This design comes from an exercise in tuning for small area and a short achievable clock period on the open sky130 flow, not from production work.
Where RTL was checked, it was by simulation tests only, not by an equivalence proof against the original.
No functional check of the RTL was part of run 1.

==> flow/design.v <==
package posit_pkg;
    localparam OP_SIZE = 2;
    typedef enum logic [OP_SIZE-1:0] {
        ADD = 2'd0,
        SUB = 2'd1,
        MUL = 2'd2,
        DIV = 2'd3
    } op_t;
endpackage
`timescale 1ns/1ps
module posit_decode (
    input  logic [14:0]       mag,
    output logic signed [5:0] te,
    output logic [11:0]       frac,
    output logic              hid
);
    logic        first;
    logic [13:0] x;
    logic [3:0]  lz;
    logic [13:0] y;
    assign first = mag[14];
    assign x     = mag[13:0] ^ {14{first}};
    assign hid   = |mag;
    always_comb begin
        lz = 4'd14;
        for (int i = 0; i < 14; i++) begin
            if (x[i]) lz = 4'(13 - i);
        end
    end
    assign y    = {mag[12:0], 1'b0} << lz;
    assign te   = {first ? {1'b0, lz} : ~{1'b0, lz}, y[13]};
    assign frac = y[12:1];
endmodule
`timescale 1ns/1ps
module core_add_sub (
    input  logic signed [5:0] te1,
    input  logic signed [5:0] te2,
    input  logic [12:0]       mant1,
    input  logic [12:0]       mant2,
    input  logic              eff_sub,
    output logic signed [6:0] te_out,
    output logic [11:0]       frac,
    output logic              guard,
    output logic              sticky,
    output logic              is_zero
);
    logic [6:0]  d;
    logic [3:0]  dsat;
    logic [14:0] bg, sml, small_sh, lowmask;
    logic        stk;
    logic [15:0] r;
    logic [4:0]  lz;
    logic [15:0] n;
    assign d    = 7'(te1) - 7'(te2);
    assign dsat = (d > 7'd15) ? 4'd15 : d[3:0];
    assign bg      = {mant1, 2'b00};
    assign sml    = {mant2, 2'b00};
    assign small_sh = sml >> dsat;
    assign lowmask  = ~(15'h7fff << dsat);
    assign stk      = |(sml & lowmask);
    assign r = eff_sub ? {1'b0, bg - small_sh - 15'(stk)} : {1'b0, bg} + {1'b0, small_sh};
    always_comb begin
        lz = 5'd16;
        for (int i = 0; i < 16; i++) begin
            if (r[i]) lz = 5'(15 - i);
        end
    end
    assign n       = r << lz;
    assign frac    = n[14:3];
    assign guard   = n[2];
    assign sticky  = n[1] | n[0] | stk;
    assign te_out  = 7'(te1) + 7'sd1 - 7'(lz);
    assign is_zero = (r == 16'd0);
endmodule
`timescale 1ns/1ps
module core_mul (
    input  logic signed [5:0] te1,
    input  logic signed [5:0] te2,
    input  logic [11:0]       f1,
    input  logic [11:0]       f2,
    output logic signed [6:0] te_out,
    output logic [11:0]       frac,
    output logic              guard,
    output logic              sticky
);
    logic [25:0] p;
    logic        ovf;
    logic t1, t2, t3, t4, t5, t6, t7, t8, t9, t10, t11, t12, t13, t14, t15, t16, t17, t18, t19, t20, t21, t22, t23, t24, t25, t26, t27, t28, t29, t30, t31, t32, t33, t34, t35, t36, t37, t38, t39, t40, t41, t42, t43, t44, t45, t46, t47, t48, t49, t50, t51, t52, t53, t54, t55, t56, t57, t58, t59, t60, t61, t62, t63, t64, t65, t66, t67, t68, t69, t70, t71, t72, t73, t74, t75, t76, t77, t78, t79, t80, t81, t82, t83, t84, t85, t86, t87, t88, t89, t90, t91, t92, t93, t94, t95, t96, t97, t98, t99, t100, t101, t102, t103, t104, t105, t106, t107, t108, t109, t110, t111, t112, t113, t114, t115, t116, t117, t118, t119, t120, t121, t122, t123, t124, t125, t126, t127, t128, t129, t130, t131, t132, t133, t134, t135, t136, t137, t138, t139, t140, t141, t142, t143, t144, t145, t146, t147, t148, t149, t150, t151, t152, t153, t154, t155, t156, t157, t158, t159, t160, t161, t162, t163, t164, t165, t166, t167, t168, t169, t170, t171, t172, t173, t174, t175, t176, t177, t178, t179, t180, t181, t182, t183, t184, t185, t186, t187, t188, t189, t190, t191, t192, t193, t194, t195, t196, t197, t198, t199, t200, t201, t202, t203, t204, t205, t206, t207, t208, t209, t210, t211, t212, t213, t214, t215, t216, t217, t218, t219, t220, t221, t222, t223, t224, t225, t226, t227, t228, t229, t230, t231, t232, t233, t234, t235, t236, t237, t238, t239, t240, t241, t242, t243, t244, t245, t246, t247, t248, t249, t250, t251, t252, t253, t254, t255, t256, t257, t258, t259, t260, t261, t262, t263, t264, t265, t266, t267, t268, t269, t270, t271, t272, t273, t274, t275, t276, t277, t278, t279, t280, t281, t282, t283, t284, t285, t286, t287, t288, t289, t290, t291, t292, t293, t294, t295, t296, t297, t298, t299, t300, t301, t302, t303, t304, t305, t306, t307, t308, t309, t310, t311, t312, t313, t314, t315, t316, t317, t318, t319, t320, t321, t322, t323, t324, t325, t326, t327, t328, t329, t330, t331, t332, t333, t334, t335, t336, t337, t338, t339, t340, t341, t342, t343, t344, t345, t346, t347, t348, t349, t350, t351, t352, t353, t354, t355, t356, t357, t358, t359, t360, t361, t362, t363, t364, t365, t366, t367, t368, t369, t370, t371, t372, t373, t374, t375, t376, t377, t378, t379, t380, t381, t382, t383, t384, t385, t386, t387, t388, t389, t390, t391, t392, t393, t394, t395, t396, t397, t398, t399, t400, t401, t402, t403, t404, t405, t406, t407, t408, t409, t410, t411, t412, t413, t414, t415, t416, t417, t418, t419, t420, t421, t422, t423, t424, t425, t426, t427, t428, t429, t430, t431, t432, t433, t434, t435, t436, t437, t438, t439, t440, t441, t442, t443, t444, t445, t446, t447, t448, t449, t450, t451, t452, t453, t454, t455, t456, t457, t458;
    assign t1 = (f1[0] & f2[0]);
    assign t2 = (f1[0] & f2[1]);
    assign t3 = (f1[1] & f2[0]);
    assign t4 = (f1[0] & f2[2]);
    assign t5 = (f1[1] & f2[1]);
    assign t6 = (f1[2] & f2[0]);
    assign t7 = (f1[0] & f2[3]);
    assign t8 = (f1[1] & f2[2]);
    assign t9 = (f1[2] & f2[1]);
    assign t10 = (f1[3] & f2[0]);
    assign t11 = (f1[0] & f2[4]);
    assign t12 = (f1[1] & f2[3]);
    assign t13 = (f1[2] & f2[2]);
    assign t14 = (f1[3] & f2[1]);
    assign t15 = (f1[4] & f2[0]);
    assign t16 = (f1[0] & f2[5]);
    assign t17 = (f1[1] & f2[4]);
    assign t18 = (f1[2] & f2[3]);
    assign t19 = (f1[3] & f2[2]);
    assign t20 = (f1[4] & f2[1]);
    assign t21 = (f1[5] & f2[0]);
    assign t22 = (f1[0] & f2[6]);
    assign t23 = (f1[1] & f2[5]);
    assign t24 = (f1[2] & f2[4]);
    assign t25 = (f1[3] & f2[3]);
    assign t26 = (f1[4] & f2[2]);
    assign t27 = (f1[5] & f2[1]);
    assign t28 = (f1[6] & f2[0]);
    assign t29 = (f1[0] & f2[7]);
    assign t30 = (f1[1] & f2[6]);
    assign t31 = (f1[2] & f2[5]);
    assign t32 = (f1[3] & f2[4]);
    assign t33 = (f1[4] & f2[3]);
    assign t34 = (f1[5] & f2[2]);
    assign t35 = (f1[6] & f2[1]);
    assign t36 = (f1[7] & f2[0]);
    assign t37 = (f1[0] & f2[8]);
    assign t38 = (f1[1] & f2[7]);
    assign t39 = (f1[2] & f2[6]);
    assign t40 = (f1[3] & f2[5]);
    assign t41 = (f1[4] & f2[4]);
    assign t42 = (f1[5] & f2[3]);
    assign t43 = (f1[6] & f2[2]);
    assign t44 = (f1[7] & f2[1]);
    assign t45 = (f1[8] & f2[0]);
    assign t46 = (f1[0] & f2[9]);
    assign t47 = (f1[1] & f2[8]);
    assign t48 = (f1[2] & f2[7]);
    assign t49 = (f1[3] & f2[6]);
    assign t50 = (f1[4] & f2[5]);
    assign t51 = (f1[5] & f2[4]);
    assign t52 = (f1[6] & f2[3]);
    assign t53 = (f1[7] & f2[2]);
    assign t54 = (f1[8] & f2[1]);
    assign t55 = (f1[9] & f2[0]);
    assign t56 = (f1[0] & f2[10]);
    assign t57 = (f1[1] & f2[9]);
    assign t58 = (f1[2] & f2[8]);
    assign t59 = (f1[3] & f2[7]);
    assign t60 = (f1[4] & f2[6]);
    assign t61 = (f1[5] & f2[5]);
    assign t62 = (f1[6] & f2[4]);
    assign t63 = (f1[7] & f2[3]);
    assign t64 = (f1[8] & f2[2]);
    assign t65 = (f1[9] & f2[1]);
    assign t66 = (f1[10] & f2[0]);
    assign t67 = (f1[0] & f2[11]);
    assign t68 = (f1[1] & f2[10]);
    assign t69 = (f1[2] & f2[9]);
    assign t70 = (f1[3] & f2[8]);
    assign t71 = (f1[4] & f2[7]);
    assign t72 = (f1[5] & f2[6]);
    assign t73 = (f1[6] & f2[5]);
    assign t74 = (f1[7] & f2[4]);
    assign t75 = (f1[8] & f2[3]);
    assign t76 = (f1[9] & f2[2]);
    assign t77 = (f1[10] & f2[1]);
    assign t78 = (f1[11] & f2[0]);
    assign t79 = (f1[1] & f2[11]);
    assign t80 = (f1[2] & f2[10]);
    assign t81 = (f1[3] & f2[9]);
    assign t82 = (f1[4] & f2[8]);
    assign t83 = (f1[5] & f2[7]);
    assign t84 = (f1[6] & f2[6]);
    assign t85 = (f1[7] & f2[5]);
    assign t86 = (f1[8] & f2[4]);
    assign t87 = (f1[9] & f2[3]);
    assign t88 = (f1[10] & f2[2]);
    assign t89 = (f1[11] & f2[1]);
    assign t90 = (f1[2] & f2[11]);
    assign t91 = (f1[3] & f2[10]);
    assign t92 = (f1[4] & f2[9]);
    assign t93 = (f1[5] & f2[8]);
    assign t94 = (f1[6] & f2[7]);
    assign t95 = (f1[7] & f2[6]);
    assign t96 = (f1[8] & f2[5]);
    assign t97 = (f1[9] & f2[4]);
    assign t98 = (f1[10] & f2[3]);
    assign t99 = (f1[11] & f2[2]);
    assign t100 = (f1[3] & f2[11]);
    assign t101 = (f1[4] & f2[10]);
    assign t102 = (f1[5] & f2[9]);
    assign t103 = (f1[6] & f2[8]);
    assign t104 = (f1[7] & f2[7]);
    assign t105 = (f1[8] & f2[6]);
    assign t106 = (f1[9] & f2[5]);
    assign t107 = (f1[10] & f2[4]);
    assign t108 = (f1[11] & f2[3]);
    assign t109 = (f1[4] & f2[11]);
    assign t110 = (f1[5] & f2[10]);
    assign t111 = (f1[6] & f2[9]);
    assign t112 = (f1[7] & f2[8]);
    assign t113 = (f1[8] & f2[7]);
    assign t114 = (f1[9] & f2[6]);
    assign t115 = (f1[10] & f2[5]);
    assign t116 = (f1[11] & f2[4]);
    assign t117 = (f1[5] & f2[11]);
    assign t118 = (f1[6] & f2[10]);
    assign t119 = (f1[7] & f2[9]);
    assign t120 = (f1[8] & f2[8]);
    assign t121 = (f1[9] & f2[7]);
    assign t122 = (f1[10] & f2[6]);
    assign t123 = (f1[11] & f2[5]);
    assign t124 = (f1[6] & f2[11]);
    assign t125 = (f1[7] & f2[10]);
    assign t126 = (f1[8] & f2[9]);
    assign t127 = (f1[9] & f2[8]);
    assign t128 = (f1[10] & f2[7]);
    assign t129 = (f1[11] & f2[6]);
    assign t130 = (f1[7] & f2[11]);
    assign t131 = (f1[8] & f2[10]);
    assign t132 = (f1[9] & f2[9]);
    assign t133 = (f1[10] & f2[8]);
    assign t134 = (f1[11] & f2[7]);
    assign t135 = (f1[8] & f2[11]);
    assign t136 = (f1[9] & f2[10]);
    assign t137 = (f1[10] & f2[9]);
    assign t138 = (f1[11] & f2[8]);
    assign t139 = (f1[9] & f2[11]);
    assign t140 = (f1[10] & f2[10]);
    assign t141 = (f1[11] & f2[9]);
    assign t142 = (f1[10] & f2[11]);
    assign t143 = (f1[11] & f2[10]);
    assign t144 = (f1[11] & f2[11]);
    assign t145 = t46 ^ t47;
    assign t146 = t46 & t47;
    assign t147 = t56 ^ t57 ^ t58;
    assign t148 = (t56 & t57) | (t56 & t58) | (t57 & t58);
    assign t149 = t59 ^ t60;
    assign t150 = t59 & t60;
    assign t151 = t67 ^ t68 ^ t69;
    assign t152 = (t67 & t68) | (t67 & t69) | (t68 & t69);
    assign t153 = t70 ^ t71 ^ t72;
    assign t154 = (t70 & t71) | (t70 & t72) | (t71 & t72);
    assign t155 = t73 ^ t74;
    assign t156 = t73 & t74;
    assign t157 = t79 ^ t80 ^ t81;
    assign t158 = (t79 & t80) | (t79 & t81) | (t80 & t81);
    assign t159 = t82 ^ t83 ^ t84;
    assign t160 = (t82 & t83) | (t82 & t84) | (t83 & t84);
    assign t161 = t85 ^ t86 ^ t87;
    assign t162 = (t85 & t86) | (t85 & t87) | (t86 & t87);
    assign t163 = t88 ^ t89;
    assign t164 = t88 & t89;
    assign t165 = t90 ^ t91 ^ t92;
    assign t166 = (t90 & t91) | (t90 & t92) | (t91 & t92);
    assign t167 = t93 ^ t94 ^ t95;
    assign t168 = (t93 & t94) | (t93 & t95) | (t94 & t95);
    assign t169 = t96 ^ t97 ^ t98;
    assign t170 = (t96 & t97) | (t96 & t98) | (t97 & t98);
    assign t171 = t99 ^ f1[1];
    assign t172 = t99 & f1[1];
    assign t173 = t100 ^ t101 ^ t102;
    assign t174 = (t100 & t101) | (t100 & t102) | (t101 & t102);
    assign t175 = t103 ^ t104 ^ t105;
    assign t176 = (t103 & t104) | (t103 & t105) | (t104 & t105);
    assign t177 = t106 ^ t107 ^ t108;
    assign t178 = (t106 & t107) | (t106 & t108) | (t107 & t108);
    assign t179 = t109 ^ t110 ^ t111;
    assign t180 = (t109 & t110) | (t109 & t111) | (t110 & t111);
    assign t181 = t112 ^ t113 ^ t114;
    assign t182 = (t112 & t113) | (t112 & t114) | (t113 & t114);
    assign t183 = t117 ^ t118 ^ t119;
    assign t184 = (t117 & t118) | (t117 & t119) | (t118 & t119);
    assign t185 = t22 ^ t23;
    assign t186 = t22 & t23;
    assign t187 = t29 ^ t30 ^ t31;
    assign t188 = (t29 & t30) | (t29 & t31) | (t30 & t31);
    assign t189 = t32 ^ t33;
    assign t190 = t32 & t33;
    assign t191 = t37 ^ t38 ^ t39;
    assign t192 = (t37 & t38) | (t37 & t39) | (t38 & t39);
    assign t193 = t40 ^ t41 ^ t42;
    assign t194 = (t40 & t41) | (t40 & t42) | (t41 & t42);
    assign t195 = t43 ^ t44;
    assign t196 = t43 & t44;
    assign t197 = t48 ^ t49 ^ t50;
    assign t198 = (t48 & t49) | (t48 & t50) | (t49 & t50);
    assign t199 = t51 ^ t52 ^ t53;
    assign t200 = (t51 & t52) | (t51 & t53) | (t52 & t53);
    assign t201 = t54 ^ t55 ^ t145;
    assign t202 = (t54 & t55) | (t54 & t145) | (t55 & t145);
    assign t203 = t61 ^ t62 ^ t63;
    assign t204 = (t61 & t62) | (t61 & t63) | (t62 & t63);
    assign t205 = t64 ^ t65 ^ t66;
    assign t206 = (t64 & t65) | (t64 & t66) | (t65 & t66);
    assign t207 = t146 ^ t147 ^ t149;
    assign t208 = (t146 & t147) | (t146 & t149) | (t147 & t149);
    assign t209 = t75 ^ t76 ^ t77;
    assign t210 = (t75 & t76) | (t75 & t77) | (t76 & t77);
    assign t211 = t78 ^ t148 ^ t150;
    assign t212 = (t78 & t148) | (t78 & t150) | (t148 & t150);
    assign t213 = t151 ^ t153 ^ t155;
    assign t214 = (t151 & t153) | (t151 & t155) | (t153 & t155);
    assign t215 = f1[0] ^ f2[0] ^ t152;
    assign t216 = (f1[0] & f2[0]) | (f1[0] & t152) | (f2[0] & t152);
    assign t217 = t154 ^ t156 ^ t157;
    assign t218 = (t154 & t156) | (t154 & t157) | (t156 & t157);
    assign t219 = t159 ^ t161 ^ t163;
    assign t220 = (t159 & t161) | (t159 & t163) | (t161 & t163);
    assign t221 = f2[1] ^ t158 ^ t160;
    assign t222 = (f2[1] & t158) | (f2[1] & t160) | (t158 & t160);
    assign t223 = t162 ^ t164 ^ t165;
    assign t224 = (t162 & t164) | (t162 & t165) | (t164 & t165);
    assign t225 = t167 ^ t169 ^ t171;
    assign t226 = (t167 & t169) | (t167 & t171) | (t169 & t171);
    assign t227 = f1[2] ^ f2[2] ^ t166;
    assign t228 = (f1[2] & f2[2]) | (f1[2] & t166) | (f2[2] & t166);
    assign t229 = t168 ^ t170 ^ t172;
    assign t230 = (t168 & t170) | (t168 & t172) | (t170 & t172);
    assign t231 = t173 ^ t175 ^ t177;
    assign t232 = (t173 & t175) | (t173 & t177) | (t175 & t177);
    assign t233 = t115 ^ t116 ^ f1[3];
    assign t234 = (t115 & t116) | (t115 & f1[3]) | (t116 & f1[3]);
    assign t235 = f2[3] ^ t174 ^ t176;
    assign t236 = (f2[3] & t174) | (f2[3] & t176) | (t174 & t176);
    assign t237 = t178 ^ t179 ^ t181;
    assign t238 = (t178 & t179) | (t178 & t181) | (t179 & t181);
    assign t239 = t120 ^ t121 ^ t122;
    assign t240 = (t120 & t121) | (t120 & t122) | (t121 & t122);
    assign t241 = t123 ^ f1[4] ^ f2[4];
    assign t242 = (t123 & f1[4]) | (t123 & f2[4]) | (f1[4] & f2[4]);
    assign t243 = t180 ^ t182 ^ t183;
    assign t244 = (t180 & t182) | (t180 & t183) | (t182 & t183);
    assign t245 = t124 ^ t125 ^ t126;
    assign t246 = (t124 & t125) | (t124 & t126) | (t125 & t126);
    assign t247 = t127 ^ t128 ^ t129;
    assign t248 = (t127 & t128) | (t127 & t129) | (t128 & t129);
    assign t249 = f1[5] ^ f2[5] ^ t184;
    assign t250 = (f1[5] & f2[5]) | (f1[5] & t184) | (f2[5] & t184);
    assign t251 = t130 ^ t131 ^ t132;
    assign t252 = (t130 & t131) | (t130 & t132) | (t131 & t132);
    assign t253 = t133 ^ t134 ^ f1[6];
    assign t254 = (t133 & t134) | (t133 & f1[6]) | (t134 & f1[6]);
    assign t255 = t135 ^ t136 ^ t137;
    assign t256 = (t135 & t136) | (t135 & t137) | (t136 & t137);
    assign t257 = t11 ^ t12;
    assign t258 = t11 & t12;
    assign t259 = t16 ^ t17 ^ t18;
    assign t260 = (t16 & t17) | (t16 & t18) | (t17 & t18);
    assign t261 = t19 ^ t20;
    assign t262 = t19 & t20;
    assign t263 = t24 ^ t25 ^ t26;
    assign t264 = (t24 & t25) | (t24 & t26) | (t25 & t26);
    assign t265 = t27 ^ t28 ^ t185;
    assign t266 = (t27 & t28) | (t27 & t185) | (t28 & t185);
    assign t267 = t34 ^ t35 ^ t36;
    assign t268 = (t34 & t35) | (t34 & t36) | (t35 & t36);
    assign t269 = t186 ^ t187 ^ t189;
    assign t270 = (t186 & t187) | (t186 & t189) | (t187 & t189);
    assign t271 = t45 ^ t188 ^ t190;
    assign t272 = (t45 & t188) | (t45 & t190) | (t188 & t190);
    assign t273 = t191 ^ t193 ^ t195;
    assign t274 = (t191 & t193) | (t191 & t195) | (t193 & t195);
    assign t275 = t192 ^ t194 ^ t196;
    assign t276 = (t192 & t194) | (t192 & t196) | (t194 & t196);
    assign t277 = t197 ^ t199 ^ t201;
    assign t278 = (t197 & t199) | (t197 & t201) | (t199 & t201);
    assign t279 = t198 ^ t200 ^ t202;
    assign t280 = (t198 & t200) | (t198 & t202) | (t200 & t202);
    assign t281 = t203 ^ t205 ^ t207;
    assign t282 = (t203 & t205) | (t203 & t207) | (t205 & t207);
    assign t283 = t204 ^ t206 ^ t208;
    assign t284 = (t204 & t206) | (t204 & t208) | (t206 & t208);
    assign t285 = t209 ^ t211 ^ t213;
    assign t286 = (t209 & t211) | (t209 & t213) | (t211 & t213);
    assign t287 = t210 ^ t212 ^ t214;
    assign t288 = (t210 & t212) | (t210 & t214) | (t212 & t214);
    assign t289 = t215 ^ t217 ^ t219;
    assign t290 = (t215 & t217) | (t215 & t219) | (t217 & t219);
    assign t291 = t216 ^ t218 ^ t220;
    assign t292 = (t216 & t218) | (t216 & t220) | (t218 & t220);
    assign t293 = t221 ^ t223 ^ t225;
    assign t294 = (t221 & t223) | (t221 & t225) | (t223 & t225);
    assign t295 = t222 ^ t224 ^ t226;
    assign t296 = (t222 & t224) | (t222 & t226) | (t224 & t226);
    assign t297 = t227 ^ t229 ^ t231;
    assign t298 = (t227 & t229) | (t227 & t231) | (t229 & t231);
    assign t299 = t228 ^ t230 ^ t232;
    assign t300 = (t228 & t230) | (t228 & t232) | (t230 & t232);
    assign t301 = t233 ^ t235 ^ t237;
    assign t302 = (t233 & t235) | (t233 & t237) | (t235 & t237);
    assign t303 = t234 ^ t236 ^ t238;
    assign t304 = (t234 & t236) | (t234 & t238) | (t236 & t238);
    assign t305 = t239 ^ t241 ^ t243;
    assign t306 = (t239 & t241) | (t239 & t243) | (t241 & t243);
    assign t307 = t240 ^ t242 ^ t244;
    assign t308 = (t240 & t242) | (t240 & t244) | (t242 & t244);
    assign t309 = t245 ^ t247 ^ t249;
    assign t310 = (t245 & t247) | (t245 & t249) | (t247 & t249);
    assign t311 = f2[6] ^ t246 ^ t248;
    assign t312 = (f2[6] & t246) | (f2[6] & t248) | (t246 & t248);
    assign t313 = t250 ^ t251 ^ t253;
    assign t314 = (t250 & t251) | (t250 & t253) | (t251 & t253);
    assign t315 = t138 ^ f1[7] ^ f2[7];
    assign t316 = (t138 & f1[7]) | (t138 & f2[7]) | (f1[7] & f2[7]);
    assign t317 = t252 ^ t254 ^ t255;
    assign t318 = (t252 & t254) | (t252 & t255) | (t254 & t255);
    assign t319 = t139 ^ t140 ^ t141;
    assign t320 = (t139 & t140) | (t139 & t141) | (t140 & t141);
    assign t321 = f1[8] ^ f2[8] ^ t256;
    assign t322 = (f1[8] & f2[8]) | (f1[8] & t256) | (f2[8] & t256);
    assign t323 = t142 ^ t143 ^ f1[9];
    assign t324 = (t142 & t143) | (t142 & f1[9]) | (t143 & f1[9]);
    assign t325 = t7 ^ t8;
    assign t326 = t7 & t8;
    assign t327 = t13 ^ t14 ^ t15;
    assign t328 = (t13 & t14) | (t13 & t15) | (t14 & t15);
    assign t329 = t21 ^ t258 ^ t259;
    assign t330 = (t21 & t258) | (t21 & t259) | (t258 & t259);
    assign t331 = t260 ^ t262 ^ t263;
    assign t332 = (t260 & t262) | (t260 & t263) | (t262 & t263);
    assign t333 = t264 ^ t266 ^ t267;
    assign t334 = (t264 & t266) | (t264 & t267) | (t266 & t267);
    assign t335 = t268 ^ t270 ^ t271;
    assign t336 = (t268 & t270) | (t268 & t271) | (t270 & t271);
    assign t337 = t272 ^ t274 ^ t275;
    assign t338 = (t272 & t274) | (t272 & t275) | (t274 & t275);
    assign t339 = t276 ^ t278 ^ t279;
    assign t340 = (t276 & t278) | (t276 & t279) | (t278 & t279);
    assign t341 = t280 ^ t282 ^ t283;
    assign t342 = (t280 & t282) | (t280 & t283) | (t282 & t283);
    assign t343 = t284 ^ t286 ^ t287;
    assign t344 = (t284 & t286) | (t284 & t287) | (t286 & t287);
    assign t345 = t288 ^ t290 ^ t291;
    assign t346 = (t288 & t290) | (t288 & t291) | (t290 & t291);
    assign t347 = t292 ^ t294 ^ t295;
    assign t348 = (t292 & t294) | (t292 & t295) | (t294 & t295);
    assign t349 = t296 ^ t298 ^ t299;
    assign t350 = (t296 & t298) | (t296 & t299) | (t298 & t299);
    assign t351 = t300 ^ t302 ^ t303;
    assign t352 = (t300 & t302) | (t300 & t303) | (t302 & t303);
    assign t353 = t304 ^ t306 ^ t307;
    assign t354 = (t304 & t306) | (t304 & t307) | (t306 & t307);
    assign t355 = t308 ^ t310 ^ t311;
    assign t356 = (t308 & t310) | (t308 & t311) | (t310 & t311);
    assign t357 = t312 ^ t314 ^ t315;
    assign t358 = (t312 & t314) | (t312 & t315) | (t314 & t315);
    assign t359 = t316 ^ t318 ^ t319;
    assign t360 = (t316 & t318) | (t316 & t319) | (t318 & t319);
    assign t361 = f2[9] ^ t320 ^ t322;
    assign t362 = (f2[9] & t320) | (f2[9] & t322) | (t320 & t322);
    assign t363 = t144 ^ f1[10] ^ f2[10];
    assign t364 = (t144 & f1[10]) | (t144 & f2[10]) | (f1[10] & f2[10]);
    assign t365 = t4 ^ t5;
    assign t366 = t4 & t5;
    assign t367 = t9 ^ t10 ^ t325;
    assign t368 = (t9 & t10) | (t9 & t325) | (t10 & t325);
    assign t369 = t257 ^ t326 ^ t327;
    assign t370 = (t257 & t326) | (t257 & t327) | (t326 & t327);
    assign t371 = t261 ^ t328 ^ t329;
    assign t372 = (t261 & t328) | (t261 & t329) | (t328 & t329);
    assign t373 = t265 ^ t330 ^ t331;
    assign t374 = (t265 & t330) | (t265 & t331) | (t330 & t331);
    assign t375 = t269 ^ t332 ^ t333;
    assign t376 = (t269 & t332) | (t269 & t333) | (t332 & t333);
    assign t377 = t273 ^ t334 ^ t335;
    assign t378 = (t273 & t334) | (t273 & t335) | (t334 & t335);
    assign t379 = t277 ^ t336 ^ t337;
    assign t380 = (t277 & t336) | (t277 & t337) | (t336 & t337);
    assign t381 = t281 ^ t338 ^ t339;
    assign t382 = (t281 & t338) | (t281 & t339) | (t338 & t339);
    assign t383 = t285 ^ t340 ^ t341;
    assign t384 = (t285 & t340) | (t285 & t341) | (t340 & t341);
    assign t385 = t289 ^ t342 ^ t343;
    assign t386 = (t289 & t342) | (t289 & t343) | (t342 & t343);
    assign t387 = t293 ^ t344 ^ t345;
    assign t388 = (t293 & t344) | (t293 & t345) | (t344 & t345);
    assign t389 = t297 ^ t346 ^ t347;
    assign t390 = (t297 & t346) | (t297 & t347) | (t346 & t347);
    assign t391 = t301 ^ t348 ^ t349;
    assign t392 = (t301 & t348) | (t301 & t349) | (t348 & t349);
    assign t393 = t305 ^ t350 ^ t351;
    assign t394 = (t305 & t350) | (t305 & t351) | (t350 & t351);
    assign t395 = t309 ^ t352 ^ t353;
    assign t396 = (t309 & t352) | (t309 & t353) | (t352 & t353);
    assign t397 = t313 ^ t354 ^ t355;
    assign t398 = (t313 & t354) | (t313 & t355) | (t354 & t355);
    assign t399 = t317 ^ t356 ^ t357;
    assign t400 = (t317 & t356) | (t317 & t357) | (t356 & t357);
    assign t401 = t321 ^ t358 ^ t359;
    assign t402 = (t321 & t358) | (t321 & t359) | (t358 & t359);
    assign t403 = t323 ^ t360 ^ t361;
    assign t404 = (t323 & t360) | (t323 & t361) | (t360 & t361);
    assign t405 = t324 ^ t362 ^ t363;
    assign t406 = (t324 & t362) | (t324 & t363) | (t362 & t363);
    assign t407 = f1[11] ^ f2[11] ^ t364;
    assign t408 = (f1[11] & f2[11]) | (f1[11] & t364) | (f2[11] & t364);
    assign p[0] = t1;
    assign t409 = t2 ^ t3;
    assign t410 = t2 & t3;
    assign p[1] = t409;
    assign t411 = t6 ^ t365 ^ t410;
    assign t412 = (t6 & t365) | (t6 & t410) | (t365 & t410);
    assign p[2] = t411;
    assign t413 = t366 ^ t367 ^ t412;
    assign t414 = (t366 & t367) | (t366 & t412) | (t367 & t412);
    assign p[3] = t413;
    assign t415 = t368 ^ t369 ^ t414;
    assign t416 = (t368 & t369) | (t368 & t414) | (t369 & t414);
    assign p[4] = t415;
    assign t417 = t370 ^ t371 ^ t416;
    assign t418 = (t370 & t371) | (t370 & t416) | (t371 & t416);
    assign p[5] = t417;
    assign t419 = t372 ^ t373 ^ t418;
    assign t420 = (t372 & t373) | (t372 & t418) | (t373 & t418);
    assign p[6] = t419;
    assign t421 = t374 ^ t375 ^ t420;
    assign t422 = (t374 & t375) | (t374 & t420) | (t375 & t420);
    assign p[7] = t421;
    assign t423 = t376 ^ t377 ^ t422;
    assign t424 = (t376 & t377) | (t376 & t422) | (t377 & t422);
    assign p[8] = t423;
    assign t425 = t378 ^ t379 ^ t424;
    assign t426 = (t378 & t379) | (t378 & t424) | (t379 & t424);
    assign p[9] = t425;
    assign t427 = t380 ^ t381 ^ t426;
    assign t428 = (t380 & t381) | (t380 & t426) | (t381 & t426);
    assign p[10] = t427;
    assign t429 = t382 ^ t383 ^ t428;
    assign t430 = (t382 & t383) | (t382 & t428) | (t383 & t428);
    assign p[11] = t429;
    assign t431 = t384 ^ t385 ^ t430;
    assign t432 = (t384 & t385) | (t384 & t430) | (t385 & t430);
    assign p[12] = t431;
    assign t433 = t386 ^ t387 ^ t432;
    assign t434 = (t386 & t387) | (t386 & t432) | (t387 & t432);
    assign p[13] = t433;
    assign t435 = t388 ^ t389 ^ t434;
    assign t436 = (t388 & t389) | (t388 & t434) | (t389 & t434);
    assign p[14] = t435;
    assign t437 = t390 ^ t391 ^ t436;
    assign t438 = (t390 & t391) | (t390 & t436) | (t391 & t436);
    assign p[15] = t437;
    assign t439 = t392 ^ t393 ^ t438;
    assign t440 = (t392 & t393) | (t392 & t438) | (t393 & t438);
    assign p[16] = t439;
    assign t441 = t394 ^ t395 ^ t440;
    assign t442 = (t394 & t395) | (t394 & t440) | (t395 & t440);
    assign p[17] = t441;
    assign t443 = t396 ^ t397 ^ t442;
    assign t444 = (t396 & t397) | (t396 & t442) | (t397 & t442);
    assign p[18] = t443;
    assign t445 = t398 ^ t399 ^ t444;
    assign t446 = (t398 & t399) | (t398 & t444) | (t399 & t444);
    assign p[19] = t445;
    assign t447 = t400 ^ t401 ^ t446;
    assign t448 = (t400 & t401) | (t400 & t446) | (t401 & t446);
    assign p[20] = t447;
    assign t449 = t402 ^ t403 ^ t448;
    assign t450 = (t402 & t403) | (t402 & t448) | (t403 & t448);
    assign p[21] = t449;
    assign t451 = t404 ^ t405 ^ t450;
    assign t452 = (t404 & t405) | (t404 & t450) | (t405 & t450);
    assign p[22] = t451;
    assign t453 = t406 ^ t407 ^ t452;
    assign t454 = (t406 & t407) | (t406 & t452) | (t407 & t452);
    assign p[23] = t453;
    assign t455 = 1'b1 ^ t408 ^ t454;
    assign t456 = (1'b1 & t408) | (1'b1 & t454) | (t408 & t454);
    assign p[24] = t455;
    assign t457 = 1'b0 ^ t456;
    assign t458 = 1'b0 & t456;
    assign p[25] = t457;
    assign ovf    = p[25];
    assign frac   = ovf ? p[24:13] : p[23:12];
    assign guard  = ovf ? p[12] : p[11];
    assign sticky = (|p[10:0]) | (ovf & p[11]);
    assign te_out = 7'(te1) + 7'(te2) + 7'(ovf);
endmodule
`timescale 1ns/1ps
module div_row #(
    parameter FIRST = 0         
) (
    input  logic [15:0] s,
    input  logic [15:0] c,
    input  logic [15:0] d1,     
    input  logic [15:0] d2,     
    input  logic [5:0]  m2,     
    input  logic [5:0]  m1,
    output logic [15:0] ns,     
    output logic [15:0] nc,
    output logic [1:0]  qpos,   
    output logic [1:0]  qneg    
);
    logic        sub, two, one, ge2, ltm2;
    logic [15:0] mag, x;
    if (FIRST) begin : g_first
        assign sub  = 1'b1;
        assign two  = s[15:9] >= {1'b0, m2};
        assign one  = !two;
        assign ge2  = two;
        assign ltm2 = 1'b0;
    end else begin : g_sel
        logic signed [6:0] est;
        logic              ge1, ltm1;
        assign est  = s[15:9] + c[15:9];
        assign ge2  = est >= $signed({1'b0, m2});
        assign ge1  = est >= $signed({1'b0, m1});
        assign ltm2 = est < $signed(~{1'b0, m2});
        assign ltm1 = est < $signed(~{1'b0, m1});
        assign sub  = ge1;
        assign two  = ge2 | ltm2;
        assign one  = (ge1 | ltm1) & !two;
    end
    assign mag  = two ? d2 : (one ? d1 : 16'd0);
    assign x    = mag ^ {16{sub}};
    assign ns   = s ^ c ^ x;
    assign nc   = {((s & c) | (s & x) | (c & x)), sub};
    assign qpos = {ge2, sub & !two};
    assign qneg = {ltm2, !sub & one};
endmodule
module div_thresh (
    input  logic [2:0] dtop,
    output logic [5:0] m2,
    output logic [5:0] m1
);
    always_comb begin
        case (dtop)
            3'd0:    m2 = 6'd12;
            3'd1:    m2 = 6'd14;
            3'd2:    m2 = 6'd15;
            3'd3:    m2 = 6'd16;
            3'd4:    m2 = 6'd18;
            3'd5:    m2 = 6'd20;
            3'd6:    m2 = 6'd20;
            default: m2 = 6'd24;
        endcase
        m1 = dtop[2] ? 6'd6 : 6'd4;
    end
endmodule
module div_head #(
    parameter K = 2
) (
    input  logic [11:0]    f1,
    input  logic [11:0]    f2,
    output logic [15:0]    s_out,    
    output logic [15:0]    c_out,
    output logic [2*K-1:0] qpos,
    output logic [2*K-1:0] qneg
);
    logic [15:0] s [K+1];
    logic [15:0] c [K+1];
    logic [15:0] d1, d2;
    logic [5:0]  m2, m1;
    assign d1 = {4'b0001, f2};
    assign d2 = {3'b001, f2, 1'b0};
    div_thresh thr_i (.dtop(f2[11:9]), .m2(m2), .m1(m1));
    assign s[0] = {4'b0001, f1};
    assign c[0] = '0;
    for (genvar j = 0; j < K; j++) begin : g_it
        logic [15:0] ns, nc;
        div_row #(.FIRST(j == 0)) row_i (
            .s(s[j]), .c(c[j]), .d1(d1), .d2(d2), .m2(m2), .m1(m1),
            .ns(ns), .nc(nc), .qpos(qpos[2*(K-1-j) +: 2]), .qneg(qneg[2*(K-1-j) +: 2])
        );
        assign s[j+1] = {ns[13:0], 2'b00};
        assign c[j+1] = {nc[13:0], 2'b00};
    end
    assign s_out = s[K];
    assign c_out = c[K];
endmodule
module div_tail #(
    parameter K = 2,           
    parameter N = 8            
) (
    input  logic [15:0]    s_in,
    input  logic [15:0]    c_in,
    input  logic [2*K-1:0] qpos_in,
    input  logic [2*K-1:0] qneg_in,
    input  logic [11:0]    f2,
    output logic [14:0]    qm,        
    output logic           wneg,
    output logic           rem_nz
);
    localparam T = N - K;
    logic [15:0]    s [T+1];
    logic [15:0]    c [T+1];
    logic [15:0]    d1, d2;
    logic [5:0]     m2, m1;
    logic [2*T-1:0] qp, qn;
    logic [15:0]    ns_last, nc_last;
    assign d1 = {4'b0001, f2};
    assign d2 = {3'b001, f2, 1'b0};
    div_thresh thr_i (.dtop(f2[11:9]), .m2(m2), .m1(m1));
    assign s[0] = s_in;
    assign c[0] = c_in;
    for (genvar j = 0; j < T; j++) begin : g_it
        logic [15:0] ns, nc;
        div_row #(.FIRST(0)) row_i (
            .s(s[j]), .c(c[j]), .d1(d1), .d2(d2), .m2(m2), .m1(m1),
            .ns(ns), .nc(nc), .qpos(qp[2*(T-1-j) +: 2]), .qneg(qn[2*(T-1-j) +: 2])
        );
        assign s[j+1] = {ns[13:0], 2'b00};
        assign c[j+1] = {nc[13:0], 2'b00};
        if (j == T - 1) begin : g_last
            assign ns_last = ns;
            assign nc_last = nc;
        end
    end
    logic [15:0] w, qm16;
    logic        wzero, wmd;
    assign w      = ns_last + nc_last;
    assign wneg   = w[15];
    assign wzero  = (w == 16'd0);
    assign wmd    = (w == (~d1 + 16'd1));
    assign rem_nz = !(wzero | wmd);
    assign qm16   = {qpos_in, qp} + ~{qneg_in, qn};
    assign qm     = qm16[14:0];
endmodule
module div_finish (
    input  logic signed [6:0] te_in,    
    input  logic [14:0]       qm,
    input  logic              wneg,
    input  logic              rem_nz,
    output logic signed [6:0] te_out,
    output logic [11:0]       frac,
    output logic              guard,
    output logic              sticky
);
    logic [14:0] qt;
    assign qt     = qm + 15'(!wneg);
    assign frac   = qt[14] ? qt[13:2] : qt[12:1];
    assign guard  = qt[14] ? qt[1] : qt[0];
    assign sticky = (qt[14] & qt[0]) | rem_nz;
    assign te_out = te_in - 7'(!qt[14]);
endmodule
`timescale 1ns/1ps
module core_op (
    input  logic              is_mul,
    input  logic              is_div,
    input  logic              swap,      
    input  logic              eff_sub,
    input  logic signed [5:0] te_a,
    input  logic signed [5:0] te_b,
    input  logic [11:0]       f_a,
    input  logic [11:0]       f_b,
    input  logic              h_a,
    input  logic              h_b,
    output logic signed [6:0] te_out,
    input  logic [15:0]       div_s,     
    input  logic [15:0]       div_c,
    input  logic [3:0]        div_qp,
    input  logic [3:0]        div_qn,
    output logic [14:0]       val,       
    output logic              wneg,
    output logic              rem_nz,
    output logic              add_zero
);
    logic signed [5:0] te1, te2;
    logic [12:0]       mant1, mant2;
    logic signed [6:0] te_as, te_m;
    logic [11:0]       f_as, f_m;
    logic              g_as, g_m;
    logic              s_as, s_m;
    logic [14:0]       qm;
    assign te1   = swap ? te_b : te_a;
    assign te2   = swap ? te_a : te_b;
    assign mant1 = swap ? {h_b, f_b} : {h_a, f_a};
    assign mant2 = swap ? {h_a, f_a} : {h_b, f_b};
    core_add_sub add_sub_i (
        .te1(te1), .te2(te2), .mant1(mant1), .mant2(mant2), .eff_sub(eff_sub),
        .te_out(te_as), .frac(f_as), .guard(g_as), .sticky(s_as), .is_zero(add_zero)
    );
    core_mul mul_i (
        .te1(te_a), .te2(te_b), .f1(f_a), .f2(f_b),
        .te_out(te_m), .frac(f_m), .guard(g_m), .sticky(s_m)
    );
    div_tail #(.K(2), .N(8)) div_i (
        .s_in(div_s), .c_in(div_c), .qpos_in(div_qp), .qneg_in(div_qn), .f2(f_b),
        .qm(qm), .wneg(wneg), .rem_nz(rem_nz)
    );
    always_comb begin
        if (is_div) begin
            te_out = 7'(te_a) - 7'(te_b);
            val    = qm;
        end else if (is_mul) begin
            te_out = te_m;
            val    = {f_m, g_m, s_m, 1'b0};
        end else begin
            te_out = te_as;
            val    = {f_as, g_as, s_as, 1'b0};
        end
    end
endmodule
`timescale 1ns/1ps
module posit_encode (
    input  logic              sign,
    input  logic signed [6:0] te,
    input  logic [11:0]       frac,
    input  logic              guard,
    input  logic              sticky,
    input  logic              force_zero,
    input  logic              force_nar,
    output logic [15:0]       word
);
    logic signed [5:0] k;
    logic              kneg, hi, lo;
    logic [3:0]        sh;
    logic [15:0]       seed, body, lowmask;
    logic [14:0]       t, tm;
    logic              g, st, ru, rm, sm;
    assign k    = te[6:1];
    assign kneg = k[5];
    assign hi   = !kneg && (k > 6'sd13);
    assign lo   = kneg && (k < -6'sd14);
    assign sh   = k[3:0] ^ {4{kneg}};
    assign seed    = {~kneg, kneg, te[0], frac, guard};
    assign body    = $signed(seed) >>> sh;
    assign lowmask = ~(16'hffff << sh);
    assign t  = body[15:1];
    assign g  = body[0];
    assign st = (|(seed & lowmask)) | sticky;
    assign ru = g & (st | t[0]);
    always_comb begin
        tm = t;
        rm = ru;
        sm = sign;
        if (force_nar) begin
            tm = 15'h7fff; rm = 1'b1; sm = 1'b1;
        end else if (force_zero) begin
            tm = 15'h0000; rm = 1'b0; sm = 1'b0;
        end else if (hi) begin
            tm = 15'h7fff; rm = 1'b0;
        end else if (lo) begin
            tm = 15'h0001; rm = 1'b0;
        end
    end
    assign word = {sm, tm ^ {15{sm}}} + {15'b0, sm ^ rm};
endmodule
`timescale 1ns/1ps
module posit_unit (
    input  logic        clk,
    input  logic        rst_n,
    input  logic        in_valid,
    input  logic [1:0]  op,
    input  logic [15:0] a,
    input  logic [15:0] b,
    output logic        out_valid,
    output logic [15:0] result
);
    logic        sa, sb, sb_eff;
    logic [14:0] ma, mb;
    logic signed [5:0] ta, tb;
    logic [11:0] fa, fb;
    logic        ha, hb;
    logic        a_zero, b_zero, a_nar, b_nar;
    logic        nar_res, zero_res;
    assign sa = a[15];
    assign sb = b[15];
    assign ma = (a[14:0] ^ {15{sa}}) + 15'(sa);
    assign mb = (b[14:0] ^ {15{sb}}) + 15'(sb);
    assign sb_eff = sb ^ (op == 2'd1);
    posit_decode deca_i (.mag(ma), .te(ta), .frac(fa), .hid(ha));
    posit_decode decb_i (.mag(mb), .te(tb), .frac(fb), .hid(hb));
    logic [15:0] ds, dc;
    logic [3:0]  dqp, dqn;
    div_head #(.K(2)) div_head_i (
        .f1(fa), .f2(fb), .s_out(ds), .c_out(dc), .qpos(dqp), .qneg(dqn)
    );
    assign a_zero = (a == 16'h0000);
    assign b_zero = (b == 16'h0000);
    assign a_nar  = (a == 16'h8000);
    assign b_nar  = (b == 16'h8000);
    assign nar_res  = a_nar || b_nar || (op == 2'd3 && b_zero);
    assign zero_res = op[1] && (a_zero || (!op[0] && b_zero));
    logic        valid_q;
    logic        mul_q, div_q, swap_q;
    logic        sa_q, sb_q;
    logic signed [5:0] ta_q, tb_q;
    logic [11:0] fa_q, fb_q;
    logic        ha_q, hb_q;
    logic        nar_q, zero_q;
    logic [15:0] ds_q, dc_q;
    logic [3:0]  dqp_q, dqn_q;
    always_ff @(posedge clk) begin
        if (!rst_n) valid_q <= 1'b0;
        else        valid_q <= in_valid;
    end
    always_ff @(posedge clk) begin
        mul_q  <= (op == 2'd2);
        div_q  <= (op == 2'd3);
        swap_q <= (mb > ma);
        sa_q   <= sa;
        sb_q   <= sb_eff;
        ta_q   <= ta;
        tb_q   <= tb;
        fa_q   <= fa;
        fb_q   <= fb;
        ha_q   <= ha;
        hb_q   <= hb;
        nar_q  <= nar_res;
        zero_q <= zero_res;
        ds_q   <= ds;
        dc_q   <= dc;
        dqp_q  <= dqp;
        dqn_q  <= dqn;
    end
    logic signed [6:0] te_c;
    logic [14:0]       val_c;
    logic              wneg_c, rnz_c, add_zero;
    logic              res_sign;
    core_op core_op_i (
        .is_mul(mul_q), .is_div(div_q), .swap(swap_q), .eff_sub(sa_q ^ sb_q),
        .te_a(ta_q), .te_b(tb_q), .f_a(fa_q), .f_b(fb_q), .h_a(ha_q), .h_b(hb_q),
        .div_s(ds_q), .div_c(dc_q), .div_qp(dqp_q), .div_qn(dqn_q),
        .te_out(te_c), .val(val_c), .wneg(wneg_c), .rem_nz(rnz_c), .add_zero(add_zero)
    );
    always_comb begin
        if (mul_q || div_q) res_sign = sa_q ^ sb_q;
        else                res_sign = swap_q ? sb_q : sa_q;
    end
    logic              sign_r, div_r, wneg_r, rnz_r, fz_r, fn_r;
    logic signed [6:0] te_r;
    logic [14:0]       val_r;
    always_ff @(posedge clk) begin
        if (!rst_n) out_valid <= 1'b0;
        else        out_valid <= valid_q;
        sign_r <= res_sign;
        div_r  <= div_q;
        te_r   <= te_c;
        val_r  <= val_c;
        wneg_r <= wneg_c;
        rnz_r  <= rnz_c;
        fz_r   <= zero_q || (!mul_q && !div_q && add_zero);
        fn_r   <= nar_q;
    end
    logic signed [6:0] te_d, te_o;
    logic [11:0]       frac_d, frac_o;
    logic              g_d, st_d, g_o, st_o;
    div_finish div_fin_i (
        .te_in(te_r), .qm(val_r), .wneg(wneg_r), .rem_nz(rnz_r),
        .te_out(te_d), .frac(frac_d), .guard(g_d), .sticky(st_d)
    );
    assign te_o   = div_r ? te_d : te_r;
    assign frac_o = div_r ? frac_d : val_r[14:3];
    assign g_o    = div_r ? g_d : val_r[2];
    assign st_o   = div_r ? st_d : val_r[1];
    posit_encode enc_i (
        .sign(sign_r), .te(te_o), .frac(frac_o), .guard(g_o), .sticky(st_o),
        .force_zero(fz_r), .force_nar(fn_r), .word(result)
    );
endmodule
==> flow/run.sh <==
#!/bin/bash
# synth_recipe.tcl (not shown) runs the flow's synth.tcl, then flattens the netlist and writes it again
# the make line also repeats each setting of config.mk as NAME=value (left out here)
make -C /OpenROAD-flow-scripts/flow DESIGN_CONFIG=/design/flow/config.mk WORK_HOME=/design/flow/orfs CLKGATE_MAP_FILE= SYNTH_SCRIPT=/design/flow/synth_recipe.tcl finish
==> flow/config.mk <==
export PLATFORM = sky130hd
export DESIGN_NAME = posit_unit
export DESIGN_NICKNAME = posit_unit
export VERILOG_FILES = /design/flow/design.v
export SDC_FILE = /design/flow/constraint.sdc
export NUM_CORES = 4
export LEC_CHECK = 0
export ABC_AREA = 1
export CAP_MARGIN = 50
export CORE_MARGIN = 2
export CORE_UTILIZATION = 60
export GPL_TIMING_DRIVEN = 1
export SLEW_MARGIN = 70
==> flow/constraint.sdc <==
create_clock -name core_clock -period 80.0 [get_ports {clk}]
set_input_delay 16.0000 -clock core_clock [delete_from_list [all_inputs] [get_ports {clk}]]
set_output_delay 16.0000 -clock core_clock [all_outputs]
set_load 0.01 [all_outputs]
==> results by group, run 1 <==
Floorplan
  • Rows: 76
  • Boundary pin count: 54
  • Initial Utilization: 0.607
  • Die height: 213 um
  • Core Region: 43100 um2
  • Die area: 45300 um2
  • Die Span X: 213 um

Setup path
  • Critical path startpoint: b[1]
  • Kind of critical path: in -> reg
  • CP arrival: 26.23 ns
  • Worst path required time: 80.26 ns
  • Worst setup EP type: flop
  • Startpoint Class: input pin
  • Slowest CP cell: clkdlybuf4s50_1
  • CP dominant cell by count: nand2_1
  • Crit path max fanout: 20
  • Worst path max stage delay: 0.49 ns
  • Worst R2R Start: fb_q[10]

STA
  • Post-route clock skew: 0.0145 ns
  • Final setup violation count: 0
  • Slew Limit Headroom: 0.630
  • F_max: 0.0385 GHz
  • Fin. max-slew vios: 0
  • Final worst-path cycle share: 0.325
  • Hold Violations, Final: 0
  • RSZ-0062 raised after global routing: no
  • Total Neg Setup Slack: 0 ns
  • Worst Tran Pin Value: 0.549 ns
  • Fin crit period: 25.97 ns

Job
  • Max-Cap Viols: 0

Synthesis
  • Main synth FF type: dfxtp_1
  • Area leader, netlist: fa_1
  • Syn Nets: 4464
  • Mapped Cells: 3913
  • Post-synth EDFFs: 0
  • Synthesized area: 26200 um2
  • Post-synthesis async set-or-reset flop share: 0
  • Post-synthesis average cell area: 6.69 um2
  • Post-synth top area share: 0.165
  • Syn. warnings: 16
  • Seq/Total Area, Yosys: 0.0811
  • Top area cells in the synthesized netlist: fa_1, ha_1, nand2_1, inv_1, dfxtp_1
  • Yosys reg bits: 106
  • Post-synth cell types: 69

Global routing
  • Grt ovf: 0
  • First-pass GRT wire length: 130000 um
  • Largest net degree at the start of global routing: 66
  • Vias in the first global route: 25300
  • Initial antenna violation count: 3
  • GRT Resource Usage Total: 0.361

Clock tree
  • CTS Sinks: 106
  • Resize count post-CTS: 0
  • Root buffer cell: clkbuf_16
  • Postcts setup bufs: 0
  • H-tree levels: 3
  • Clock-pin slew on the worst setup and hold paths: 0.09 ns
  • CTS hold repair buffers: 0
  • CTS Buf Count: 9
  • CTS tree: done
  • Clock buffer depth: 2
  • Clock latency (worst-skew pair): 0.38 ns

Finish
  • Multi-input gate area: 21300 um2
  • Number of nets in the layout: 4427
  • Fill cells: 4007
  • Final std cells w/o fill: 4467
  • Share of cells above drive strength 1: 0.0673
  • Final core occ: 0.650
  • Register cell area after layout: 2140 um2
  • Area Overhead vs Synth: 7.09%

Routing
  • DR vias: 25700
  • 1st-iter DRT viols: 2360
  • Antenna-violating nets left: 0
  • Vias/cell: 5.75
  • WL/cell: 17.9 um
  • Detailed Route WL: 80100 um
  • DRC errors left: 0
  • DRT Pass-1 Iters: 8

Worst hold path
  • Worst min-delay path startpoint: valid_q
  • Tightest Hold Check Type: reg -> reg

Place
  • Routability Congestion: 0.995
  • Inst Count DP: 4448
  • Final HPWL DP: 65100 um
  • IO Port Bufs: 53

Outcome
  • Outcome: finished clean
worst paths after layout:
kind	to	slack (ns)	cells past startpoint
max	ds_q[5]	54.03	58
min	out_valid	0.41	2
max reg2reg	rnz_r	55.15	120
min reg2reg	out_valid	0.41	2
metal layers:
metal	wire, um	global-route usage	up-vias
met4	4070	0.174	4
li1	-	-	12400
met5	24	0	-
met3	6150	0.0663	242
met2	36800	0.601	1032
met1	33100	0.452	12000
synthesized netlist by cell type (77+ instances only):
cell type    n
nand2_1    878
o21ai_0    251
nor2_1     229
xor2_1     201
dfxtp_1    106
nand3_1    176
inv_1      728
o22ai_1     77
fa_1       216
a21oi_1    189
clkbuf_1    89
ha_1       298
flip-flops by register name, summed over array words and instances (netlist names), 2 cells and up:
signal	flops
dc_q	12
dqn_q	2
dqp_q	3
ds_q	14
fa_q	12
fb_q	12
ta_q	6
tb_q	6
te_r	7
val_r	15
through the flow:
stage,setup slack [ns],area (um2),hold WS [ns]
2_1_floorplan,55.67,26200,0.310
3_3_place_gp,52.67,27000,0.394
3_5_place_dp,53.76,27500,0.404
4_1_cts,54.13,27800,0.421
5_1_grt,53.05,28000,0.449
6_report,54.03,28000,0.414
worst max-delay path: cells and delay by family:
kind	cells	cell delay (ns)
simple gates	29	3.84
xor+xnor	4	1.07
fa+ha+maj	7	2.18
compound gates	10	1.55
buf+inv	8	1.53
kinds of logic (layout without fill, tap and decap cells):
family	Yosys count	after routing	share of synthesized area
AND/OR/NAND/NOR	1465	1465	0.237
buffers and inverters	872	840	0.129
AO/OA/AOI/OAI	677	677	0.148
adder cells (fa/ha/maj)	514	514	0.308
XOR/XNOR	274	274	0.0947
flip-flops	106	106	0.0811
multiplexers	5	5	0.00191
other	0	1	0
layout make-up:
type | instances | share of cell area
inverters | 745 | 0.100
clock inverters | 4 | 0.00201
repair buffers | 79 | 0.0260
multi-input cells | 2935 | 0.760
well taps | 585 | 0.0261
flip-flops and latches | 106 | 0.0765
diodes | 1 | 0.0000893
clock buffers | 12 | 0.00951
placed cells by master, fill, tap and decap left out, types with 6 or more instances in the layout:
master	count
nand2_1	862
inv_1	711
ha_1	290
nor2_1	216
fa_1	216
o21ai_0	202
a21oi_1	184
xor2_1	182
nand3_1	173
dfxtp_1	94
o22ai_1	77
o21ai_1	60
nand4_1	59
clkdlybuf4s50_1	51
xnor2_1	50
nor3_1	37
inv_2	27
nand2_2	25
buf_4	24
xor2_2	22
or2_2	20
o21bai_1	19
o211ai_1	19
xnor2_2	17
o21ai_2	17
a31oi_1	17
nor4_1	14
a211oi_1	12
nor2_2	12
o31ai_1	10
nand3b_1	9
nor2_4	9
clkbuf_16	9
dfxtp_2	9
ha_2	8
a21oi_2	7
a21boi_0	7
nor4_2	6
==> run 2: changes to the inputs <==
--- a/flow/design.v
+++ b/flow/design.v
@@ -60,3 +60,7 @@
     assign stk      = |(sml & lowmask);
-    assign r = eff_sub ? {1'b0, bg - small_sh - 15'(stk)} : {1'b0, bg} + {1'b0, small_sh};
+    logic [15:0] sum;
+    rca #(.W(15)) add_i (
+        .a(bg), .b(small_sh ^ {15{eff_sub}}), .cin(eff_sub & !stk), .s(sum)
+    );
+    assign r = {sum[15] & !eff_sub, sum[14:0]};
     always_comb begin
@@ -74,2 +78,18 @@
 endmodule
+module rca #(
+    parameter W = 16
+) (
+    input  logic [W-1:0] a,
+    input  logic [W-1:0] b,
+    input  logic         cin,
+    output logic [W:0]   s
+);
+    logic [W:0] cy;
+    assign cy[0] = cin;
+    for (genvar i = 0; i < W; i++) begin : g_bit
+        assign s[i]    = a[i] ^ b[i] ^ cy[i];
+        assign cy[i+1] = (a[i] & b[i]) | (a[i] & cy[i]) | (b[i] & cy[i]);
+    end
+    assign s[W] = cy[W];
+endmodule
 `timescale 1ns/1ps
@@ -86,4 +106,5 @@
     logic [25:0] p;
-    logic        ovf;
+    logic        ovf, kc;
     logic t1, t2, t3, t4, t5, t6, t7, t8, t9, t10, t11, t12, t13, t14, t15, t16, t17, t18, t19, t20, t21, t22, t23, t24, t25, t26, t27, t28, t29, t30, t31, t32, t33, t34, t35, t36, t37, t38, t39, t40, t41, t42, t43, t44, t45, t46, t47, t48, t49, t50, t51, t52, t53, t54, t55, t56, t57, t58, t59, t60, t61, t62, t63, t64, t65, t66, t67, t68, t69, t70, t71, t72, t73, t74, t75, t76, t77, t78, t79, t80, t81, t82, t83, t84, t85, t86, t87, t88, t89, t90, t91, t92, t93, t94, t95, t96, t97, t98, t99, t100, t101, t102, t103, t104, t105, t106, t107, t108, t109, t110, t111, t112, t113, t114, t115, t116, t117, t118, t119, t120, t121, t122, t123, t124, t125, t126, t127, t128, t129, t130, t131, t132, t133, t134, t135, t136, t137, t138, t139, t140, t141, t142, t143, t144, t145, t146, t147, t148, t149, t150, t151, t152, t153, t154, t155, t156, t157, t158, t159, t160, t161, t162, t163, t164, t165, t166, t167, t168, t169, t170, t171, t172, t173, t174, t175, t176, t177, t178, t179, t180, t181, t182, t183, t184, t185, t186, t187, t188, t189, t190, t191, t192, t193, t194, t195, t196, t197, t198, t199, t200, t201, t202, t203, t204, t205, t206, t207, t208, t209, t210, t211, t212, t213, t214, t215, t216, t217, t218, t219, t220, t221, t222, t223, t224, t225, t226, t227, t228, t229, t230, t231, t232, t233, t234, t235, t236, t237, t238, t239, t240, t241, t242, t243, t244, t245, t246, t247, t248, t249, t250, t251, t252, t253, t254, t255, t256, t257, t258, t259, t260, t261, t262, t263, t264, t265, t266, t267, t268, t269, t270, t271, t272, t273, t274, t275, t276, t277, t278, t279, t280, t281, t282, t283, t284, t285, t286, t287, t288, t289, t290, t291, t292, t293, t294, t295, t296, t297, t298, t299, t300, t301, t302, t303, t304, t305, t306, t307, t308, t309, t310, t311, t312, t313, t314, t315, t316, t317, t318, t319, t320, t321, t322, t323, t324, t325, t326, t327, t328, t329, t330, t331, t332, t333, t334, t335, t336, t337, t338, t339, t340, t341, t342, t343, t344, t345, t346, t347, t348, t349, t350, t351, t352, t353, t354, t355, t356, t357, t358, t359, t360, t361, t362, t363, t364, t365, t366, t367, t368, t369, t370, t371, t372, t373, t374, t375, t376, t377, t378, t379, t380, t381, t382, t383, t384, t385, t386, t387, t388, t389, t390, t391, t392, t393, t394, t395, t396, t397, t398, t399, t400, t401, t402, t403, t404, t405, t406, t407, t408, t409, t410, t411, t412, t413, t414, t415, t416, t417, t418, t419, t420, t421, t422, t423, t424, t425, t426, t427, t428, t429, t430, t431, t432, t433, t434, t435, t436, t437, t438, t439, t440, t441, t442, t443, t444, t445, t446, t447, t448, t449, t450, t451, t452, t453, t454, t455, t456, t457, t458;
+    assign kc = 1'b1;
     assign t1 = (f1[0] & f2[0]);
@@ -566,4 +587,4 @@
     assign p[23] = t453;
-    assign t455 = 1'b1 ^ t408 ^ t454;
-    assign t456 = (1'b1 & t408) | (1'b1 & t454) | (t408 & t454);
+    assign t455 = kc ^ t408 ^ t454;
+    assign t456 = (kc & t408) | (kc & t454) | (t408 & t454);
     assign p[24] = t455;
--- a/flow/config.mk
+++ b/flow/config.mk
@@ -8,6 +8,7 @@
 export ABC_AREA = 1
-export CAP_MARGIN = 50
+export CAP_MARGIN = 70
 export CORE_MARGIN = 2
-export CORE_UTILIZATION = 60
+export CORE_UTILIZATION = 70
 export GPL_TIMING_DRIVEN = 1
-export SLEW_MARGIN = 70
+export PLACE_DENSITY = 0.8
+export SLEW_MARGIN = 90
==> run 2 against run 1 <==
The flow now stops in detailed placement. Area after synthesis decreased by 2.1%. Synthesized cell count decreased by 1.4%.
==> results by group, run 2 <==
Synthesis
  • Commonest cells post-synth: nand2_1, inv_1, ha_1, o21ai_0, nand3_1 (was nand2_1, inv_1, ha_1, o21ai_0, nor2_1)
  • Yosys reg bits: 106 (unchanged)
  • Synthesized area: 25600 um2 (was 26200 um2)
  • Most frequent cell after synthesis: nand2_1 (unchanged)
  • Syn Nets: 4383 (was 4464)
  • Post-synthesis average cell area: 6.64 um2 (was 6.69 um2)
  • Post-synth EDFFs: 0 (unchanged)
  • Seq/Total Area, Yosys: 0.0829 (was 0.0811)
  • Top area cells in the synthesized netlist: fa_1, nand2_1, ha_1, inv_1, dfxtp_1 (was fa_1, ha_1, nand2_1, inv_1, dfxtp_1)
  • Main synth FF type: dfxtp_1 (unchanged)
  • Post-synthesis async set-or-reset flop share: 0 (unchanged)
  • Post-synth cell types: 65 (was 69)
  • Syn. warnings: 16 (unchanged)
  • Post-synth top area share: 0.178 (was 0.165)
  • Mapped Cells: 3857 (was 3913)
  • Area leader, netlist: fa_1 (unchanged)

Floorplan
  • Die Span X: 195 um (was 213 um)
  • Rows: 70 (was 76)
  • Die height: 195 um (was 213 um)
  • Boundary pin count: 54 (unchanged)
  • Initial Utilization: 0.705 (was 0.607)

Outcome
  • Outcome: aborted with a tool error (was finished clean)
  • Err: [ERROR DPL-0038] Utilization greater than 100%, impossible to legalize
  • Stop stage: detailed placement

Place
  • IO Port Bufs: 53 (unchanged)
  • Routability Congestion: 1.04 (was 0.995)
==> run 2: cell types whose count changed after synthesis, moves of 10 or more <==
cell,change
fa_1,+12
xnor2_1,-29
nand2_1,+38
nor2_1,-10
inv_1,-19
ha_1,-37
a21oi_1,-41
nand3_1,+68
o21ai_1,-17
==> run 2: how the worst max path moves through the flow <==
stage / cells after the start / end / slack (ns) / startpoint
floorplan: 60 / ds_q[5] / 56.51 / a[15]
global placement: 49 / ds_q[10] / 53.09 / a[15]
==> run 2: cells by family after synthesis <==
logic type	Yosys count	share of synthesized area
simple gates	1540	0.256
flops	106	0.0829
xor+xnor	249	0.0873
fa+ha+maj	489	0.306
mux	6	0.00235
compound gates	609	0.136
buf+inv	858	0.129
==> run 3: changes to the inputs <==
--- a/flow/config.mk
+++ b/flow/config.mk
@@ -8,7 +8,6 @@
 export ABC_AREA = 1
-export CAP_MARGIN = 70
+export CAP_MARGIN = 50
 export CORE_MARGIN = 2
-export CORE_UTILIZATION = 70
+export CORE_UTILIZATION = 60
 export GPL_TIMING_DRIVEN = 1
-export PLACE_DENSITY = 0.8
-export SLEW_MARGIN = 90
+export SLEW_MARGIN = 70
==> run 3 against run 2 <==
Area after synthesis did not move. The run now finishes clean. Synthesized cell count did not move.
==> results by group, run 3 <==
Outcome
  • Outcome: finished clean (was aborted with a tool error)

Routing
  • Vias/cell: 5.76
  • 1st-iter DRT viols: 2320
  • DRC errors left: 0
  • DRT Pass-1 Iters: 8
  • DR vias: 25200
  • Antenna-violating nets left: 0
  • WL/cell: 17.4 um
  • Detailed Route WL: 76000 um

STA
  • RSZ-0062 raised after global routing: no
  • Hold slack: 0.331 ns
  • Post-route clock skew: 0.0184 ns
  • Total Neg Setup Slack: 0 ns
  • Slew Limit Headroom: 0.669
  • Final worst-path cycle share: 0.317
  • Worst Tran Pin Value: 0.493 ns
  • Hold Violations, Final: 0
  • Fin crit period: 25.34 ns
  • Final setup violation count: 0
  • Fin. max-slew vios: 0
  • F_max: 0.0395 GHz

Setup path
  • CP bufs+invs: 7
  • Crit path max fanout: 17
  • R2R cell count: 116
  • Kind of critical path: in -> reg
  • Delay-heaviest family, CP: simple AND/OR/NAND/NOR gates
  • R2R setup slack: 55.53 ns
  • Reg2reg end: rnz_r
  • CP arrival: 25.61 ns
  • Worst path required time: 80.27 ns
  • Slowest CP cell: clkdlybuf4s50_1
  • Startpoint Class: input pin
  • CP dominant cell by count: nand2_1
  • Critical path depth: 60
  • Worst path max stage delay: 0.54 ns
  • Worst R2R Start: fb_q[10]
  • Worst setup EP type: flop

Global routing
  • First-pass GRT wire length: 122000 um
  • Grt ovf: 0
  • Largest net degree at the start of global routing: 32
  • GRT Resource Usage Total: 0.341
  • Vias in the first global route: 24200
  • Initial antenna violation count: 0

Clock tree
  • CTS Buf Count: 9
  • Clock latency (worst-skew pair): 0.38 ns
  • H-tree levels: 3
  • CTS hold repair buffers: 0
  • CTS tree: done
  • Postcts setup bufs: 0
  • Clock-pin slew on the worst setup and hold paths: 0.07 ns
  • Clock buffer depth: 2
  • Root buffer cell: clkbuf_16
  • CTS Sinks: 106
  • Resize count post-CTS: 0

Synthesis
  • Commonest cells post-synth: nand2_1, inv_1, ha_1, o21ai_0, nand3_1 (unchanged)
  • Mapped Cells: 3857 (unchanged)
  • Top area cells in the synthesized netlist: fa_1, nand2_1, ha_1, inv_1, dfxtp_1 (unchanged)
  • Area leader, netlist: fa_1 (unchanged)
  • Main synth FF type: dfxtp_1 (unchanged)
  • Post-synthesis async set-or-reset flop share: 0 (unchanged)
  • Post-synth cell types: 65 (unchanged)
  • Syn Nets: 4383 (unchanged)
  • Post-synthesis average cell area: 6.64 um2 (unchanged)
  • Seq/Total Area, Yosys: 0.0829 (unchanged)
  • Most frequent cell after synthesis: nand2_1 (unchanged)
  • Yosys reg bits: 106 (unchanged)
  • Post-synth EDFFs: 0 (unchanged)
  • Synthesized area: 25600 um2 (unchanged)
  • Syn. warnings: 16 (unchanged)
  • Post-synth top area share: 0.178 (unchanged)

Finish
  • Most flop-heavy register: val_r
  • Number of nets in the layout: 4355
  • Commonest non-fill, non-tap cells in the layout: nand2_1, inv_1, ha_1
  • Area Overhead vs Synth: 6.41%
  • Top flop regs: val_r (15), ds_q (14)
  • Diode count: 0
  • Fill cells: 3863
  • Max reg flops: 15
  • Share of cells above drive strength 1: 0.0579
  • Commonest non-fill, non-tap cell in the layout: nand2_1

Place
  • Final HPWL DP: 62200 um
  • IO Port Bufs: 53 (unchanged)
  • Routability Congestion: 0.987 (was 1.04)

Worst hold path
  • Hold path depth: 0
  • Worst hold endpoint: fn_r
  • Worst min-delay path startpoint: nar_q
  • Tightest Hold Check Type: reg -> reg

Job
  • Max-Cap Viols: 0

Floorplan
  • Core Region: 42000 um2
  • Boundary pin count: 54 (unchanged)
  • Die Span X: 211 um (was 195 um)
  • Initial Utilization: 0.609 (was 0.705)
  • Rows: 75 (was 70)
  • Die height: 211 um (was 195 um)
  • Die area: 44300 um2
[run 3: metrics by stage]
| stage | area [um2] | worst slack (ns) | instances | utilization |
|---|---|---|---|---|
| after CTS | 27100 | 54.59 | 4371 | 0.646 |
| after global placement | 26500 | 52.69 | 4350 | 0.630 |
| after floorplan | 25600 | 56.51 | 3857 | - |
| after detailed placement | 26900 | 54.25 | 4355 | 0.639 |
| final | 27200 | 54.66 | 4373 | 0.648 |
| after global routing | 27200 | 53.67 | 4373 | 0.648 |
[run 3: metal layers]
| metal | GRT usage | part of all wire | up-vias |
|---|---|---|---|
| met3 | 0.0417 | 0.076 | 149 |
| met1 | 0.461 | 0.43 | 11800 |
| met2 | 0.573 | 0.46 | 1065 |
| met5 | 0 | 0 | - |
| li1 | - | - | 12200 |
| met4 | 0.102 | 0.027 | 0 |
[run 3: layout make-up]
type	instances	area (um2)	area share
Multi-Input combinational cell	2893	20600	0.755
Inverter	729	2750	0.101
Sequential cell	106	2130	0.0782
Timing Repair Buffer	90	826	0.0303
Tap cell	539	674	0.0248
Clock buffer	12	256	0.00941
Clock inverter	4	32.5	0.00119
[run 3: cells by family (layout without fill, tap and decap cells)]
family / count (synthesis) / after routing / share of synthesized area
AND/OR/NAND/NOR: 1540 / 1540 / 0.256
flip-flops: 106 / 106 / 0.0829
AO/OA/AOI/OAI: 609 / 609 / 0.136
multiplexers: 6 / 6 / 0.00235
XOR/XNOR: 249 / 249 / 0.0873
buffers and inverters: 858 / 835 / 0.129
adder cells (fa/ha/maj): 489 / 489 / 0.306
[run 3: worst max-delay path by stage]
| stage | to | startpoint |
|---|---|---|
| 3_5_place_dp | ds_q[10] | a[2] |
| 4_1_cts | ds_q[10] | a[2] |
| 6_report | ds_q[10] | b[1] |
| 3_3_place_gp | ds_q[10] | a[15] |
| 5_1_grt | ds_q[10] | b[1] |
| 2_1_floorplan | ds_q[5] | a[15] |

## separate check: timing with driven ports
Ports are ideal in the flow. The routed layouts listed here were re-timed in OpenROAD. Step 1 (the two cells are an assumption about what drives the block):
set clk [get_ports {clk}]
set_driving_cell -lib_cell sky130_fd_sc_hd__clkbuf_16 $clk
set_driving_cell -lib_cell sky130_fd_sc_hd__buf_2 [delete_from_list [all_inputs] $clk]
Step 2 adds t to the input delays and takes it off the output delays; t is the mean of the earliest and latest rising clock arrival at the registers after step 1. Input paths then give back, and output paths get back, about the clock's delay inside the block. a / b / c = ideal ports / drivers / drivers and shift; a / b = the first two.
run	shift t [ns]	setup WS [ns]	worst setup path at the end
run 1	0.439	54.033 / 54.070 / 53.631	input to register
run 3	0.425	54.662 / 54.690 / 54.264	input to register
After both steps every run listed still meets setup and hold. For run 1, which loses most, drivers alone change the setup slack by +0.037 ns; drivers and shift together by -0.402 ns.
